This design comes from an exercise in tuning for small area on the open sky130 flow, not from production work. Only simulation tests tie the RTL to the original design; equivalence was not proved. Power and IR drop assume default switching activity.

===== constraint.sdc =====
create_clock -name core_clock -period 8.0 [get_ports {clk}]
set_input_delay 1.6000 -clock core_clock [delete_from_list [all_inputs] [get_ports {clk}]]
set_output_delay 1.6000 -clock core_clock [all_outputs]
set_load 0.01 [all_outputs]

===== design.v =====
module rf_wrow #(
    parameter int W = 32
) (
    input  logic [W-1:0] q,
    input  logic [W-1:0] wd,
    input  logic         hold,
    input  logic         load,
    output logic [W-1:0] d
);
    assign d = (q & {W{hold}}) | (wd & {W{load}});
endmodule
module rf_aoi3 (
    input  logic [2:0] s,
    input  logic [2:0] a,
    output logic       y_n
);
    assign y_n = ~|(s & a);
endmodule
module rf_rbit (
    input  logic [31:1] s,
    input  logic [31:1] a,
    output logic        y
);
    logic [10:0] g_n;
    for (genvar k = 0; k < 10; k++) begin : g_grp
        rf_aoi3 u_aoi (
            .s  (s[3*k+3:3*k+1]),
            .a  (a[3*k+3:3*k+1]),
            .y_n(g_n[k])
        );
    end
    assign g_n[10] = ~(s[31] & a[31]);
    assign y = ~&g_n;
endmodule
module register_file #(
    parameter int ADDR_WIDTH = 5,
    parameter int DATA_WIDTH = 32
) (
    input  logic                  clk,
    input  logic                  reset,
    input  logic                  wen,
    input  logic [ADDR_WIDTH-1:0] waddr,
    input  logic [DATA_WIDTH-1:0] wdata,
    input  logic [ADDR_WIDTH-1:0] raddr1,
    output logic [DATA_WIDTH-1:0] rdata1,
    input  logic [ADDR_WIDTH-1:0] raddr2,
    output logic [DATA_WIDTH-1:0] rdata2
);
    localparam int DEPTH = 2 ** ADDR_WIDTH;
    logic [DEPTH-1:1][DATA_WIDTH-1:0] regs;
    logic [DATA_WIDTH-1:0] wd;
    logic [DEPTH-1:1]      load;
    assign wd = reset ? '0 : wdata;
    for (genvar r = 1; r < DEPTH; r++) begin : g_row
        logic [DATA_WIDTH-1:0] d;
        assign load[r] = reset | (wen && (waddr == ADDR_WIDTH'(r)));
        rf_wrow #(
            .W(DATA_WIDTH)
        ) u_wrow (
            .q   (regs[r]),
            .wd  (wd),
            .hold(~load[r]),
            .load(load[r]),
            .d   (d)
        );
        always_ff @(posedge clk) begin
            regs[r] <= d;
        end
    end
    logic [DEPTH-1:1] sel1;
    logic [DEPTH-1:1] sel2;
    for (genvar r = 1; r < DEPTH; r++) begin : g_sel
        assign sel1[r] = (raddr1 == ADDR_WIDTH'(r));
        assign sel2[r] = (raddr2 == ADDR_WIDTH'(r));
    end
    for (genvar b = 0; b < DATA_WIDTH; b++) begin : g_bit
        logic [DEPTH-1:1] col;
        for (genvar r = 1; r < DEPTH; r++) begin : g_col
            assign col[r] = regs[r][b];
        end
        rf_rbit u_rd1 (
            .s(sel1),
            .a(col),
            .y(rdata1[b])
        );
        rf_rbit u_rd2 (
            .s(sel2),
            .a(col),
            .y(rdata2[b])
        );
    end
endmodule

===== config.mk =====
export PLATFORM = sky130hd
export DESIGN_NAME = register_file
export DESIGN_NICKNAME = register_file
export VERILOG_FILES = /design/flow/design.v
export SDC_FILE = /design/flow/constraint.sdc
export NUM_CORES = 4
export LEC_CHECK = 0
export CAP_MARGIN = 20
export CORE_MARGIN = 2
export CORE_UTILIZATION = 40
export SLEW_MARGIN = 20
export SYNTH_HIERARCHICAL = 1

===== run.sh =====
#!/bin/bash
# synth_recipe.tcl (not shown) runs the flow's synth.tcl, then flattens the netlist and writes it again
# the make line also repeats each setting of config.mk as NAME=value (left out here)
make -C /OpenROAD-flow-scripts/flow DESIGN_CONFIG=/design/flow/config.mk WORK_HOME=/design/flow/orfs CLKGATE_MAP_FILE= SYNTH_SCRIPT=/design/flow/synth_recipe.tcl finish

==> metrics.cfg, run 1 <==
[final_layout]
reg_top3=regs: 992 flops
fin_nets=3523
final_util=0.464
layout-drive-gt1-share=0.151
design_area_sq_um=46400
largest_reg_flops=992
top_register=regs
diodes=0
syn2layout_area_growth_pct=15.5

[critical_path]
cp_max_fo=22
reg2reg_slack_ps=7300
cp-end-kind=output pin
cp.arrival_ps=5420
crit_required_ps=6400
startpoint_type=input port
crit_type=input port to output pin

[timing]
fin_ws_ps=984
hold_viol=0
setup_viol=0
min_period_ps=7020
timing.slew.headroom=0.253
timing.final.crit_share=0.877
tns_ps=0
fmax_mhz=143
tightest_slew_ps=1120
worst_hold_slack_ps=508
slew_violations=0
skew_ps=0
rsz0062_at_grt=false

[floorplan]
ios=114
die_area_sq_um=103000
core_area_sq_um=99900
die_x_um=321
start_util=0.402
dieHeight_um=321
rows=116

[synth]
synthesis.area_sq_um=40200
yosys.area.top_type_share=0.495
synth_cell_type_count=28
synth_area_per_cell_sq_um=12.2
async_flop_share=0
synth.most_common_cell=dfxtp_1
synthCells=3290
synth.net_count=3340
yosysTopAreaCell=dfxtp_1
ys_seq_area_frac=0.495
netlist_top_cells_area=dfxtp_1 (49%), a22o_1 (20%), a222oi_1 (16%)
synth_edf_count=0
synth_ff_type=dfxtp_1
ys_seq_elements=992
ys_warn_count=7
synthTopCellsByCount=dfxtp_1 (992), a22o_1 (930), a222oi_1 (640)

[detailed_routing]
drc_errors=0
ant_nets=0
via_count=37600
via_per_inst=7.76
dr.pass1.iters=12
wl_um=176000
wl_per_cell_um=36.3
initialDrtViolationCount=8835

[cts]
path_clk_slew_ps=50
h-tree-depth=3
cts_setup_buffers=0
post_cts_resized=0
cts_buffers=100
hold_buffers=0
cts.sinks=992
clock_latency_ps=670
clock-root-buffer=clkbuf_16
cts_tree=done
clockBufferDepth=3

[global_routing]
grt_pass1_vias=34900
antenna_found_initial=1
grt_use_total=0.326
grt_pass1_wl_um=250000
grt_max_degree=57
overflow=0

[outcome]
status=no timing/DRC/antenna violations

[placement]
place_ws_ps=1210
dpl-instance-area_sq_um=42900
dpl.hpwl_um=101000
gp_congestion=0.942
port_buffers=113

[run]
max-cap-violations=0

[pwr]
vdd_drop_max_mv=0.162
p_leak_nw=18.0
power_density_nw_per_um2=260

[min_path]
hp-class=flip-flop to flip-flop

## final timing paths
path,startpoint,end,cells past startpoint
worst max-delay path,raddr1[0],rdata1[13],7
worst min-delay path,regs[734],regs[734],1
worst max register to register,regs[95],regs[95],1
worst min register to register,regs[734],regs[734],1
## cell type report
| type | instances | area [sq um] |
|---|---|---|
| Fill cell | 9095 | 53500 |
| Sequential cell | 992 | 19900 |
| Multi-Input combinational cell | 2082 | 18900 |
| Clock buffer | 153 | 3040 |
| Timing Repair Buffer | 297 | 2550 |
| Tap cell | 1298 | 1620 |
| Clock inverter | 32 | 407 |
## critical path, stage by stage
cell and delay, ps:
clkdlybuf4s50_1 920, nand3b_1 460, nor2_4 890, a222oi_1 280
nand4_1 310, a2111o_1 330, clkdlybuf4s50_1 610
## through the flow
step | cells | power (mW)
2_1_floorplan | 3290 | 6.56
3_3_place_gp | 4668 | 7.11
3_5_place_dp | 4669 | 7.14
4_1_cts | 4854 | 12.0
5_1_grt | 4854 | 12.4
6_report | 4854 | 12.1
## per-module statistics from Yosys, one instance, submodules excluded, excerpt
module	copies in the design	cells	flip-flops and latches
register_file	1	1216	992
rf_rbit	64	4	0
rf_aoi3	640	1	0
## cells by family (layout without fill, tap and decap cells)
kind of cell	Yosys count	in the layout	synth area share
compound gates	1758	1758	0.405
buf+inv	216	482	0.0556
flops	992	992	0.495
simple gates	324	324	0.0445
## routing by layer
metal	global-route usage	share of wire	up-vias	wire [um]
met2	0.444	0.39	3270	68800
met1	0.458	0.40	18500	70400
met3	0.108	0.15	536	27000
met5	0	0.000068	-	12
met4	0.160	0.057	2	9970
li1	-	-	15300	-
## where the power goes
part | switching [mW] | internal, mW
Clock | 2.06 | 2.87
Sequential | 0.335 | 5.37
Combinational | 0.835 | 0.578
## cells in the final DEF, fill, tap and decap left out, types with 2 or more instances in the layout
cell,n
or3b_1,4
a21oi_4,31
a22o_2,62
nor2_2,8
nand4_1,128
nor3_4,2
or3_1,4
a2111o_1,64
nand3b_1,4
nor3_2,18
nor2b_2,34
clkbuf_1,24
dfxtp_1,992
and4b_1,3
clkbuf_16,104
a21o_1,31
nor2_4,35
clkdlybuf4s50_1,112
a222oi_1,640
buf_4,182
inv_6,2
clkinv_2,15
nand3_1,2
clkinvlp_4,5
nand2b_1,8
and4bb_1,2
a22o_1,930
nand2_1,68
bufinv_16,8
clkbuf_8,25
==> run 2, diff against run 1 <==
==> flow/run.sh (new file) <==
#!/bin/bash
# Standard ORFS layout with two changes: clock tree synthesis without dummy
# loads (and larger sink clusters, set in config.mk), and the smallest buffer
# cell for the port buffers. Make's full output goes to standard_flow.log here;
# each ORFS step keeps its own log under orfs/logs/.
set -euo pipefail
export CTS_ARGS="-sink_clustering_enable -repair_clock_nets -dont_use_dummy_load -sink_clustering_size 30 -sink_clustering_max_diameter 80"
export BUFFER_PORTS_ARGS="-buffer_cell sky130_fd_sc_hd__buf_1"
bash standard.sh > standard_flow.log 2>&1
==> standard.sh (new file) <==
#!/bin/bash
# synth_recipe.tcl (not shown) runs the flow's synth.tcl, then flattens the netlist and writes it again
# the make line also repeats each setting of config.mk as NAME=value (left out here)
make -C /OpenROAD-flow-scripts/flow DESIGN_CONFIG=/design/flow/config.mk WORK_HOME=/design/flow/orfs CLKGATE_MAP_FILE= SYNTH_SCRIPT=/design/flow/synth_recipe.tcl "${@:-finish}"
--- a/config.mk
+++ b/config.mk
@@ -8,5 +8,7 @@
 export CAP_MARGIN = 20
 export CORE_MARGIN = 2
 export CORE_UTILIZATION = 40
+export CTS_CLUSTER_DIAMETER = 80
+export CTS_CLUSTER_SIZE = 30
 export SLEW_MARGIN = 20
 export SYNTH_HIERARCHICAL = 1
removed: run.sh
==> metrics.cfg, run 2 <==
[outcome]
status=no timing/DRC/antenna violations

[synth]
synthTopCellsByCount=dfxtp_1 (992), a22o_1 (930), a222oi_1 (640)
ys_seq_area_frac=0.495  ; unchanged
synth_cell_type_count=28  ; unchanged
synth.most_common_cell=dfxtp_1
async_flop_share=0  ; unchanged
synth_ff_type=dfxtp_1
synth_edf_count=0  ; unchanged
synthesis.area_sq_um=40200  ; unchanged
synthCells=3290  ; unchanged
ys_seq_elements=992  ; unchanged
synth_area_per_cell_sq_um=12.2  ; unchanged
yosysTopAreaCell=dfxtp_1
yosys.area.top_type_share=0.495  ; unchanged
synth.net_count=3340  ; unchanged
ys_warn_count=7  ; unchanged
netlist_top_cells_area=dfxtp_1 (49%), a22o_1 (20%), a222oi_1 (16%)

[floorplan]
rows=116  ; unchanged
die_x_um=321  ; unchanged
start_util=0.402  ; unchanged
die_area_sq_um=103000  ; unchanged
ios=114  ; unchanged
core_area_sq_um=99900  ; unchanged
dieHeight_um=321  ; unchanged

[timing]
min_period_ps=6550  ; -467 ps
fmax_mhz=153  ; +7.1%
hold_viol=0  ; unchanged
worst_hold_slack_ps=514  ; +6.06 ps
tightest_slew_ps=1300  ; +177 ps
tns_ps=0  ; unchanged
skew_ps=0  ; unchanged
timing.slew.headroom=0.133  ; -0.120
fin_ws_ps=1450  ; +467 ps
rsz0062_at_grt=false
slew_violations=0  ; unchanged
timing.final.crit_share=0.819  ; -0.0584
setup_viol=0  ; unchanged

[cts]
post_cts_resized=0  ; unchanged
clockBufferDepth=3  ; unchanged
hold_buffers=0  ; unchanged
cts.sinks=992  ; unchanged
cts_buffers=41  ; -59%
path_clk_slew_ps=80  ; +30 ps
h-tree-depth=2  ; -1
clock_latency_ps=630  ; -40 ps
clock-root-buffer=clkbuf_16
cts_tree=done
cts_setup_buffers=0  ; unchanged

[critical_path]
reg2reg_depth=1  ; unchanged
cp_slowest_stage_delay_ps=840  ; -80 ps
worstPathCellList=buf_1 -> or3b_1 -> nor3_4 -> buf_4 -> a222oi_1 -> nand4_1 -> a2111o_1 -> buf_1
cp.arrival_ps=4950  ; -470 ps
cp-end-kind=output pin
crit_required_ps=6400  ; about the same
cp_slowest_cell=nor3_4
crit_type=input port to output pin
crit_top_cell=buf_1
startpoint_type=input port
cp_max_fo=18  ; -18%

[final_layout]
top_register=regs
fill_cells=9344  ; +2.7%
diodes=0  ; unchanged
largest_reg_flops=992  ; unchanged
final_util=0.431  ; -0.0332
final_common_cell=dfxtp_1
reg_top3=regs: 992 flops
fin_nets=3438  ; -2.4%
syn2layout_area_growth_pct=7.20
final_cell_mix=dfxtp_1 (992), a22o_1 (930), a222oi_1 (640)
layout-drive-gt1-share=0.116  ; -0.0355

[min_path]
hp-class=flip-flop to flip-flop
whs_path_depth=1  ; unchanged

[global_routing]
grt_use_total=0.317  ; -0.00918
grt_max_degree=41  ; -28%
overflow=0  ; unchanged
grt_pass1_wl_um=244000  ; -2.4%
grt_pass1_vias=34300  ; -1.8%
antenna_found_initial=5  ; +4

[detailed_routing]
initialDrtViolationCount=8458  ; -4.3%
via_per_inst=7.89  ; +1.8%
wl_per_cell_um=36.9  ; +1.5%
via_count=37000  ; -1.8%
drc_errors=0  ; unchanged
wl_um=173000  ; -2.0%
dr.pass1.iters=14  ; +2
ant_nets=0  ; unchanged

[pwr]
p_leak_nw=16.4  ; -9.0%
power_density_nw_per_um2=222  ; -15%
vdd_drop_max_mv=0.166  ; +2.8%
total_power_mw=9.54  ; -21%

[placement]
place_ws_ps=1620  ; +412 ps
port_buffers=113  ; unchanged
dpl.hpwl_um=98900  ; -1.6%
gp_congestion=0.948  ; +0.62%

[run]
max-cap-violations=0  ; unchanged

==> run 2: per-layer routing <==
metal  part of all wire  vias up  global-route usage
met5            0.00021        -                   0
met4              0.051        8               0.145
met3               0.16      477              0.0953
met2               0.40     3247               0.442
met1               0.39    18200               0.447
li1                   -    15000                   -
==> run 2: power by group <==
group          internal, mW  switching, mW  total (mW)
Combinational         0.499          0.826        1.32
Clock                 0.929           1.59        2.52
Sequential             5.36          0.336        5.70
==> run 2: cell type report <==
cell class              instances  area [sq um]  share of cell area
well taps                    1298          1620              0.0377
multi-input cells            2082         18900               0.439
flip-flops and latches        992         19900               0.461
clock buffers                  41          1030              0.0238
repair buffers                271          1650              0.0383
==> run 2: cells by family after synthesis <==
kind of cell	share of synthesized area
buffers and inverters	0.0556
AND/OR/NAND/NOR	0.0445
flip-flops	0.495
AO/OA/AOI/OAI	0.405
==> run 2: worst paths after layout <==
check,startpoint,endpoint,slack [ps]
worst max-delay path,raddr1[0],rdata1[10],1450
worst min-delay path,regs[710],regs[710],510
worst min register to register,regs[710],regs[710],510
worst max register to register,regs[191],regs[191],7290
==> run 2: per-stage QoR <==
step,cell area [sq um],instances
floorplan,40200,3290
global placement,42000,4641
global route,43000,4684
CTS,43000,4683
finish,43000,4684
detailed placement,42000,4642
==> run 2: modules after synthesis (local to each module, per instance), excerpt <==
module / cells / area, sq um / flops+latches / copies in the design
rf_rbit: 4 / 27.5 / 0 / 64
register_file: 1216 / 21100 / 992 / 1
rf_aoi3: 1 / 10.0 / 0 / 640
==> run 2: critical path: cells and delay by family <==
| family | cells | cell delay [ps] |
|---|---|---|
| and+or+nand+nor | 3 | 1670 |
| AOI/OAI and AO/OA | 2 | 390 |
| buffers and inverters | 3 | 1270 |
==> run 3, diff against run 2 <==
==> flow/run.sh (replaced) <==
#!/bin/bash
# Standard ORFS layout with three changes:
# - the smallest buffer cell for the port buffers;
# - after placement, an area-recovery pass (flow/place_recover.tcl) that steps
#   oversized cells down to the smallest drive strength their loads allow;
# - clock tree synthesis without dummy loads, with larger sink clusters.
# Each tool's full output goes to a log file of its own in this folder; each
# ORFS step also keeps its own log under orfs/logs/.
set -euo pipefail
export BUFFER_PORTS_ARGS="-buffer_cell sky130_fd_sc_hd__buf_1"
export CTS_ARGS="-sink_clustering_enable -repair_clock_nets -dont_use_dummy_load -sink_clustering_size 30 -sink_clustering_max_diameter 80"
bash standard.sh place > flow_place.log 2>&1
RESULTS_DIR=$PWD/orfs/results/$FLOW_PLATFORM/register_file/base \
  openroad -no_init -exit flow/place_recover.tcl > flow_place_recover.log 2>&1
bash standard.sh > flow_finish.log 2>&1
==> flow/downsize.tcl (new file) <==
# Greedy area recovery: try each multi-drive-strength cell at smaller strengths
# and keep the smallest that leaves no max-slew/max-cap violation and keeps
# setup slack above a floor.
proc ds_worst {} { return [sta::worst_slack_cmd max] }
proc ds_ok {floor} {
  if {[sta::max_slew_violation_count] > 0} { return 0 }
  if {[sta::max_capacitance_violation_count] > 0} { return 0 }
  if {[ds_worst] < $floor} { return 0 }
  return 1
}
proc ds_run {floor} {
  set block [ord::get_db_block]
  set db [ord::get_db]
  set changed 0
  foreach inst [$block getInsts] {
    set m [[$inst getMaster] getName]
    if {![regexp {^(sky130_fd_sc_hd__[a-z0-9]+)_([0-9]+)$} $m -> base sz]} continue
    if {[string match "*df*" $base] || [string match "*tap*" $base] || [string match "*fill*" $base] || [string match "*clk*" $base]} continue
    if {$sz <= 1} continue
    foreach s {0 1 2 4 6 8 12} {
      if {$s >= $sz} break
      set cand "${base}_$s"
      set lc [get_lib_cells -quiet */$cand]
      if {[llength $lc] == 0} continue
      if {[get_property $lc dont_use]} continue
      set iname [$inst getName]
      replace_cell [get_cells $iname] $lc
      estimate_parasitics -placement
      if {[ds_ok $floor]} { incr changed; break }
      replace_cell [get_cells $iname] [get_lib_cells */$m]
      estimate_parasitics -placement
    }
  }
  return $changed
}
==> flow/place_recover.tcl (new file) <==
# Area recovery on the placed design (3_place.odb), before clock tree synthesis:
# cells that synthesis or placement repair left at a larger drive strength than
# their loads need are stepped down, keeping a 20% margin on max slew, no
# max-capacitance violation and setup slack above 0.8 ns; repair_design then
# fixes anything left within its usual margins, and the result is legalised.
set results $::env(RESULTS_DIR)
set platform $::env(FLOW_HOME)/platforms/sky130hd
read_liberty $platform/lib/sky130_fd_sc_hd__tt_025C_1v80.lib
read_db $results/3_place.odb
read_sdc $results/3_place.sdc
source $platform/setRC.tcl
set_dont_use [get_lib_cells {sky130_fd_sc_hd__probe* sky130_fd_sc_hd__lpflow_*}]
source [file dirname [info script]]/downsize.tcl

estimate_parasitics -placement
puts "before: area [rsz::design_area] slew [sta::max_slew_violation_count] cap [sta::max_capacitance_violation_count] wns [ds_worst]"
set_max_transition 1.2 [current_design]
estimate_parasitics -placement
puts "downsized [ds_run 0.8e-9] cells"
# Back to the library's own limit; repair_design applies its margin to it.
set_max_transition 1.5 [current_design]
estimate_parasitics -placement
repair_design -slew_margin 20 -cap_margin 20
detailed_placement
check_placement
estimate_parasitics -placement
puts "after: area [rsz::design_area] slew [sta::max_slew_violation_count] cap [sta::max_capacitance_violation_count] wns [ds_worst]"
write_db $results/3_place.odb
==> metrics.cfg, run 3 <==
[synth]
synth_cell_type_count=28  ; unchanged
synth_ff_type=dfxtp_1
synth_edf_count=0  ; unchanged
synth.most_common_cell=dfxtp_1
synthTopCellsByCount=dfxtp_1 (992), a22o_1 (930), a222oi_1 (640)
synthCells=3290  ; unchanged
synth.net_count=3340  ; unchanged
async_flop_share=0  ; unchanged
synth-xor-area-share=0  ; unchanged
synthesis.area_sq_um=40200  ; unchanged
synth_top_family_by_area=compound AO/OA/AOI/OAI gates
synthAdderAreaFrac=0  ; unchanged
yosys.area.top_type_share=0.495  ; unchanged
synthSimpleGateAreaFrac=0.0445  ; unchanged
synth.mux.area_fraction=0  ; unchanged
synth_area_per_cell_sq_um=12.2  ; unchanged
ys_seq_area_frac=0.495  ; unchanged
netlist_top_cells_area=dfxtp_1 (49%), a22o_1 (20%), a222oi_1 (16%)
ys_seq_elements=992  ; unchanged
yosysTopAreaCell=dfxtp_1
ys_warn_count=7  ; unchanged
synth_compound_area_frac=0.405  ; unchanged

[timing]
timing.final.crit_share=0.880  ; +0.0610
worst_hold_slack_ps=517  ; +3.46 ps
fin_ws_ps=963  ; -488 ps
min_period_ps=7040  ; +488 ps
rsz0062_at_grt=false
skew_ps=0  ; unchanged
timing.slew.headroom=0.131  ; -0.00232
setup_viol=0  ; unchanged
tns_ps=0  ; unchanged
slew_violations=0  ; unchanged
hold_viol=0  ; unchanged
tightest_slew_ps=1300  ; +3.46 ps
fmax_mhz=142  ; -6.9%

[cts]
hold_buffers=0  ; unchanged
cts_buffers=41  ; unchanged
cts_tree=done
h-tree-depth=2  ; unchanged
clockBufferDepth=3  ; unchanged
clock-root-buffer=clkbuf_16
post_cts_resized=0  ; unchanged
cts_setup_buffers=0  ; unchanged
path_clk_slew_ps=60  ; -20 ps
clock_latency_ps=640  ; about the same
cts.sinks=992  ; unchanged

[final_layout]
final_cell_mix=a22o_1 (992), dfxtp_1 (992), a222oi_1 (640)
fin_nets=3439  ; +0.029%
fill_cells=9564  ; +2.4%
final_cells=4685  ; +0.021%
reg_top3=regs: 992 flops
layout-drive-gt1-share=0.0611  ; -0.0547
largest_reg_flops=992  ; unchanged
top_register=regs
final_util=0.421  ; -0.0106
design_area_sq_um=42000  ; -2.5%
diodes=0  ; unchanged
syn2layout_area_growth_pct=4.57

[global_routing]
gr-usage-met3=0.0953  ; about the same
met1_usage=0.448  ; +0.000821
grt_pass1_wl_um=244000  ; about the same
grt_pass1_vias=34200  ; -0.20%
overflow=0  ; unchanged
grt-busiest-layer=met1
grt_use_total=0.317  ; about the same
antenna_found_initial=5  ; unchanged
grt_max_degree=41  ; unchanged
grt_util_met2=0.439  ; -0.00207

[critical_path]
startpoint_type=input port
crit_top_cell=buf_1
r2r-start=regs[599]
cp_max_fo=18  ; unchanged
cp.arrival_ps=5440  ; +490 ps
crit_required_ps=6400  ; about the same
crit_type=input port to output pin
cp_slowest_stage_delay_ps=940  ; +100 ps
r2r-end=regs[599]
cp-end-kind=output pin
cp_slowest_cell=buf_1
worstPathCellList=buf_1 -> or3b_1 -> nor3_4 -> buf_1 -> a222oi_1 -> nand4_1 -> a2111o_1 -> buf_1
reg2reg_slack_ps=7310  ; +20 ps
setup.worst_path.start=raddr1[0]
crit_end=rdata1[10]
reg2reg_depth=1  ; unchanged

[detailed_routing]
ant_nets=0  ; unchanged
via_per_inst=7.90  ; about the same
via_count=37000  ; +0.11%
wl_um=173000  ; about the same
wl_per_cell_um=36.9  ; about the same
initialDrtViolationCount=8958  ; +5.9%
drc_errors=0  ; unchanged
dr.pass1.iters=12  ; -2

[min_path]
hp-class=flip-flop to flip-flop
whs_path_depth=1  ; unchanged

[pwr]
p_leak_nw=16.1  ; -2.0%
vdd_drop_max_mv=0.136  ; -18%
power_density_nw_per_um2=226  ; +1.9%
total_power_mw=9.49  ; -0.56%

[placement]
gp_congestion=0.948  ; unchanged
placedCellCount=4642  ; unchanged
dpl.hpwl_um=98900  ; unchanged
dpl-instance-area_sq_um=42000  ; unchanged
port_buffers=113  ; unchanged
place_ws_ps=1620  ; unchanged

[floorplan]
rows=116  ; unchanged
start_util=0.402  ; unchanged
dieHeight_um=321  ; unchanged
die_x_um=321  ; unchanged
ios=114  ; unchanged
die_area_sq_um=103000  ; unchanged
core_area_sq_um=99900  ; unchanged

[outcome]
status=no timing/DRC/antenna violations

[run]
max-cap-violations=0  ; unchanged

-- run 3: power by group --
group / internal (mW) / leakage, nW / total, mW / switching [mW]
sequential: 5.36 / 8.25 / 5.70 / 0.335
clock: 0.929 / 0.505 / 2.51 / 1.58
combinational: 0.468 / 7.32 / 1.28 / 0.811
-- run 3: final cells by class --
class                   instances  area (sq um)  area share
clock buffers                  41          1030      0.0244
multi-input cells            2082         18300       0.435
repair buffers                272          1220      0.0290
flip-flops and latches        992         19900       0.473
well taps                    1298          1620      0.0387
-- run 3: worst min path at each step --
stage,start,endpoint,slack (ps)
floorplan,regs[100],regs[100],480
global placement,regs[214],regs[214],490
detailed placement,regs[498],regs[498],490
CTS,regs[132],regs[132],510
global route,regs[132],regs[132],520
finish,regs[132],regs[132],520
-- run 3: kinds of logic after synthesis --
family	Yosys count
AND/OR/NAND/NOR	324
buffers and inverters	216
flip-flops	992
AO/OA/AOI/OAI	1758
-- run 3: Yosys stat by module (local to each module, per instance), excerpt --
module	cells	flops+latches
register_file	1216	992
rf_aoi3	1	0
rf_rbit	4	0
-- run 3: critical path, delay by kind of cell --
kind / cells / cell delay, ps
and+or+nand+nor: 3 / 1630
AOI/OAI and AO/OA: 2 / 510
buffers and inverters: 3 / 1660
-- run 3: metal layers --
metal,wire length (um),part of all wire
met5,40,0.00023
met4,8920,0.052
met3,27100,0.16
met2,68400,0.40
met1,68300,0.40

what the ideal ports hide:
How much do the figures lean on ideal ports? The routed layouts below were timed once more, with nothing changed but the port constraints.
Step 1 assumes that a clkbuf_16 drives the clock port and a buf_2 every other input.
Step 2 also shifts input and output timing later by t, the mid clock arrival at the registers, as if the neighbouring blocks saw the same clock.
a / b / c = ideal ports / drivers / drivers and shift; a / b = the first two.
run | shift t [ns] | setup slack, ns | worst hold slack (ns) | worst setup path after step 2
run 1 | 0.744 | 0.984 / 0.901 / 0.901 | 0.508 / 0.508 / 0.508 | input to output
run 2 | 0.715 | 1.451 / 1.365 / 1.365 | 0.514 / 0.514 / 0.514 | input to output
run 3 | 0.688 | 0.963 / 0.874 / 0.874 | 0.517 / 0.517 / 0.517 | input to output
After both steps setup and hold are still met in every run listed. For run 3, which loses most, drivers alone change the setup slack by -0.089 ns; drivers and shift together by -0.089 ns.
